This design comes from an exercise in tuning for small area, a short achievable clock period and few clock cycles on the open sky130 flow, not from production work. Only simulation tests tie the RTL to the original design; equivalence was not proved. Power and IR drop assume default switching activity.

## cpu_lite_top
module cpu_lite_top (
    input  wire        clk_i,
    input  wire        reset,
    input  wire        host_valid_i,
    input  wire [7:0]  host_byte_i,
    input  wire [4:0]  reg_sel_i,
    input  wire [1:0]  byte_sel_i,
    output wire [7:0]  value_o,
    output wire        is_positive_o,
    output wire        done_o
);
export LEC_CHECK = 0
export CAP_MARGIN = 20
export CORE_MARGIN = 2
export CORE_UTILIZATION = 50
export CTS_BUF_LIST = sky130_fd_sc_hd__clkbuf_8
export CTS_CLUSTER_DIAMETER = 60
export CTS_CLUSTER_SIZE = 18
export PLACE_DENSITY = 0.6
export SETUP_SLACK_MARGIN = 5
export SLEW_MARGIN = 20
export SYNTH_HIERARCHICAL = 1
export TNS_END_PERCENT = 5
create_clock -name core_clock -period 14.0 [get_ports {clk_i}]
standard.sh (not shown) runs the stock make flow with config.mk's settings and CLKGATE_MAP_FILE= SYNTH_SCRIPT=/design/flow/synth_recipe.tcl, a recipe that flattens the netlist after the stock synthesis.
==> flow/flow/run.sh <==
#!/bin/bash
# Standard layout, with fast buffers on the ports.
set -euo pipefail
bash standard.sh "BUFFER_PORTS_ARGS=-buffer_cell sky130_fd_sc_hd__buf_4" SETUP_SLACK_MARGIN=5.75 finish > standard_make.log 2>&1
Testbench counts at the start, summed over its fixed seeds: cycles 11,399.
Rerun with:
CTS_CLUSTER_SIZE = 16   (was 18)
The changed run produced a clean layout.
Setup slack improved by 0.011 ns.
Area after synthesis is unchanged.
Final area stays flat.
Non-clock buffer count stays the same.
First-iteration DRC count is higher by 6.9%.
Total power is higher by 0.65%.
Clock skew is higher by 0.0056 ns.
Routed wire length hardly moves.
Synthesized cell count stays the same.
Die area stays the same.
Rerun with:
==> flow/flow/run.sh (replaced) <==
#!/bin/bash
# Standard layout, with fast buffers on the ports.
set -euo pipefail
bash standard.sh "BUFFER_PORTS_ARGS=-buffer_cell sky130_fd_sc_hd__buf_4" SETUP_SLACK_MARGIN=6 finish > standard_make.log 2>&1
After rerunning: The changed run produced a clean layout. Power climbs by 2.5%. Hold slack stays flat. Register-to-register slack improves by 0.17 ns. Die area stays the same. Cell area climbs by 4.7%. Combinational power climbs by about 7%. Critical path depth climbs by 2. Worst setup slack improves by 0.26 ns. Global-route usage drops by 0.28 points. Non-clock buffer count climbs by 59. Final cell count climbs by about 2%.
Rerun with:
==> flow/flow/run.sh (replaced) <==
#!/bin/bash
# Standard layout, with fast buffers on the ports.
set -euo pipefail
bash standard.sh "BUFFER_PORTS_ARGS=-buffer_cell sky130_fd_sc_hd__buf_4" SETUP_SLACK_MARGIN=5.75 finish > standard_make.log 2>&1
CTS_BUF_LIST = sky130_fd_sc_hd__clkbuf_16   (was sky130_fd_sc_hd__clkbuf_8)
CTS_CLUSTER_DIAMETER = 80   (was 60)
CTS_CLUSTER_SIZE = 30   (was 16)
Effect: Wire length is lower by 3.5%; global-route usage rises by 0.17 points; worst setup slack gets worse by 0.25 ns; critical path depth goes down by 2; final area shrinks by 4.0%; utilization came out lower by 2.3 points; register-to-register slack loses 0.24 ns; non-clock buffer count came out lower by 60; first-iteration DRC count falls by 11%.
Rerun with:
==> flow/flow/run.sh (replaced) <==
#!/bin/bash
# Standard layout, with fast buffers on the ports.
set -euo pipefail
bash standard.sh "BUFFER_PORTS_ARGS=-buffer_cell sky130_fd_sc_hd__buf_4" SETUP_SLACK_MARGIN=5.5 finish > standard_make.log 2>&1
CTS_BUF_LIST = sky130_fd_sc_hd__clkbuf_8   (was sky130_fd_sc_hd__clkbuf_16)
CTS_CLUSTER_DIAMETER = 60   (was 80)
CTS_CLUSTER_SIZE = 16   (was 30)
Result:
- The new run finished with timing, DRC and antenna clean
- sequential share of layout area increases by 0.43 points
- register-to-register slack barely changes
- design area decreases by 0.98%
- power decreases by about 3%
- clock-buffer cell count increases by 22
- first-iteration DRC count increases by about 3.6%
- combinational power decreases by about 2%
- wire length hardly moves
- via count increases by about 0.5%
- non-clock buffer count decreases by 6
- hold slack got worse by 0.0053 ns
Rerun with:
==> flow/flow/run.sh (replaced) <==
#!/bin/bash
# Standard layout, with fast buffers on the ports.
set -euo pipefail
bash standard.sh "BUFFER_PORTS_ARGS=-buffer_cell sky130_fd_sc_hd__buf_4" SETUP_SLACK_MARGIN=5.75 finish > standard_make.log 2>&1
CORE_UTILIZATION = 40   (was 50)
PLACE_DENSITY = 0.5   (was 0.6)
What happened: Worst hold slack gets better by 0.0048 ns; count of clock-buffer cells in the layout came out higher by 4; worst setup slack gets better by 0.34 ns; final area came out higher by 2.1%; global-route usage came out lower by 4.1 points; fmax came out higher by 4.1%; synthesized area is unchanged; non-clock buffer count came out higher by 9; die area came out higher by 25%; core utilization came out lower by 10 points.


## P
cpu_lite_top, a different RTL version from the one above (not shown whole).
For scale: ~2600 cells after synthesis, about 28 I/O pins, about 29000 um2 of cells after synthesis.
Settings: LEC_CHECK=0, CAP_MARGIN=20, CORE_MARGIN=2, CORE_UTILIZATION=50, CTS_BUF_LIST=sky130_fd_sc_hd__clkbuf_8, CTS_CLUSTER_DIAMETER=60, CTS_CLUSTER_SIZE=16, PLACE_DENSITY=0.6, SETUP_SLACK_MARGIN=5, SLEW_MARGIN=20, SYNTH_HIERARCHICAL=1, TNS_END_PERCENT=5; clock period 14.0 ns.
==> flow/flow/run.sh <==
#!/bin/bash
# Standard layout, with fast buffers on the ports.
set -euo pipefail
bash standard.sh "BUFFER_PORTS_ARGS=-buffer_cell sky130_fd_sc_hd__buf_4" SETUP_SLACK_MARGIN=5.5 finish > standard_make.log 2>&1
The flow did not stop early for P: all stages ran, and the layout cleared the timing, DRC and antenna checks.
Testbench counts of P, summed over its fixed seeds: cycles 11,399.
--- input diff P..Q ---
==> flow/flow/run.sh <==
#!/bin/bash
# Standard layout, with fast buffers on the ports.
set -euo pipefail
bash standard.sh "BUFFER_PORTS_ARGS=-buffer_cell sky130_fd_sc_hd__buf_4" SETUP_SLACK_MARGIN=7 finish > standard_make.log 2>&1
[summary]
A timing endpoint of the critical path of value_o[7] is what Q shows, while value_o[5] belongs to P.
Against P, Q reports a clock transition at the register clock pins on the worst setup and hold paths after CTS that is higher.
For critical path depth, Q and P come out practically identical.
Between Q and P, maximum clock skew at final layout is higher for Q, P comes in under that.
P has a higher power share of the sequential group than Q.

-- re-timing with driven ports --
In the flow no input, the clock included, has a driving cell. The finished layouts below were timed again as built, in two steps.
Step 1: set_driving_cell puts a clkbuf_16 on clk_i and a buf_2 on each other input, an assumption about the parent block.
Step 2 also shifts input and output timing later by t, the mid clock arrival at the registers, as if the neighbouring blocks saw the same clock.
Slacks: ideal ports / drivers / drivers and shift; pairs: ideal ports / drivers.
run	t (ns)	setup slack, ns	latest minus earliest clock arrival (ns)
the first run of note 1	0.755	5.683 / 5.650 / 5.229	0.064 / 0.064
the second run of note 1	0.742	5.694 / 5.659 / 5.252	0.070 / 0.070
the third run of note 1	0.758	5.959 / 5.930 / 5.277	0.039 / 0.040
the fourth run of note 1	0.637	5.710 / 5.673 / 5.304	0.054 / 0.054
the fifth run of note 1	0.749	5.494 / 5.468 / 5.052	0.040 / 0.040
the sixth run of note 1	0.788	5.830 / 5.797 / 5.198	0.045 / 0.045
P	0.752	5.414 / 5.392 / 4.977	0.030 / 0.029
Q	0.760	5.853 / 5.807 / 5.576	0.045 / 0.045
After both steps setup and hold are still met in every run listed. For the third run of note 1, which loses most, drivers alone change the setup slack by -0.029 ns; drivers and shift together by -0.682 ns.
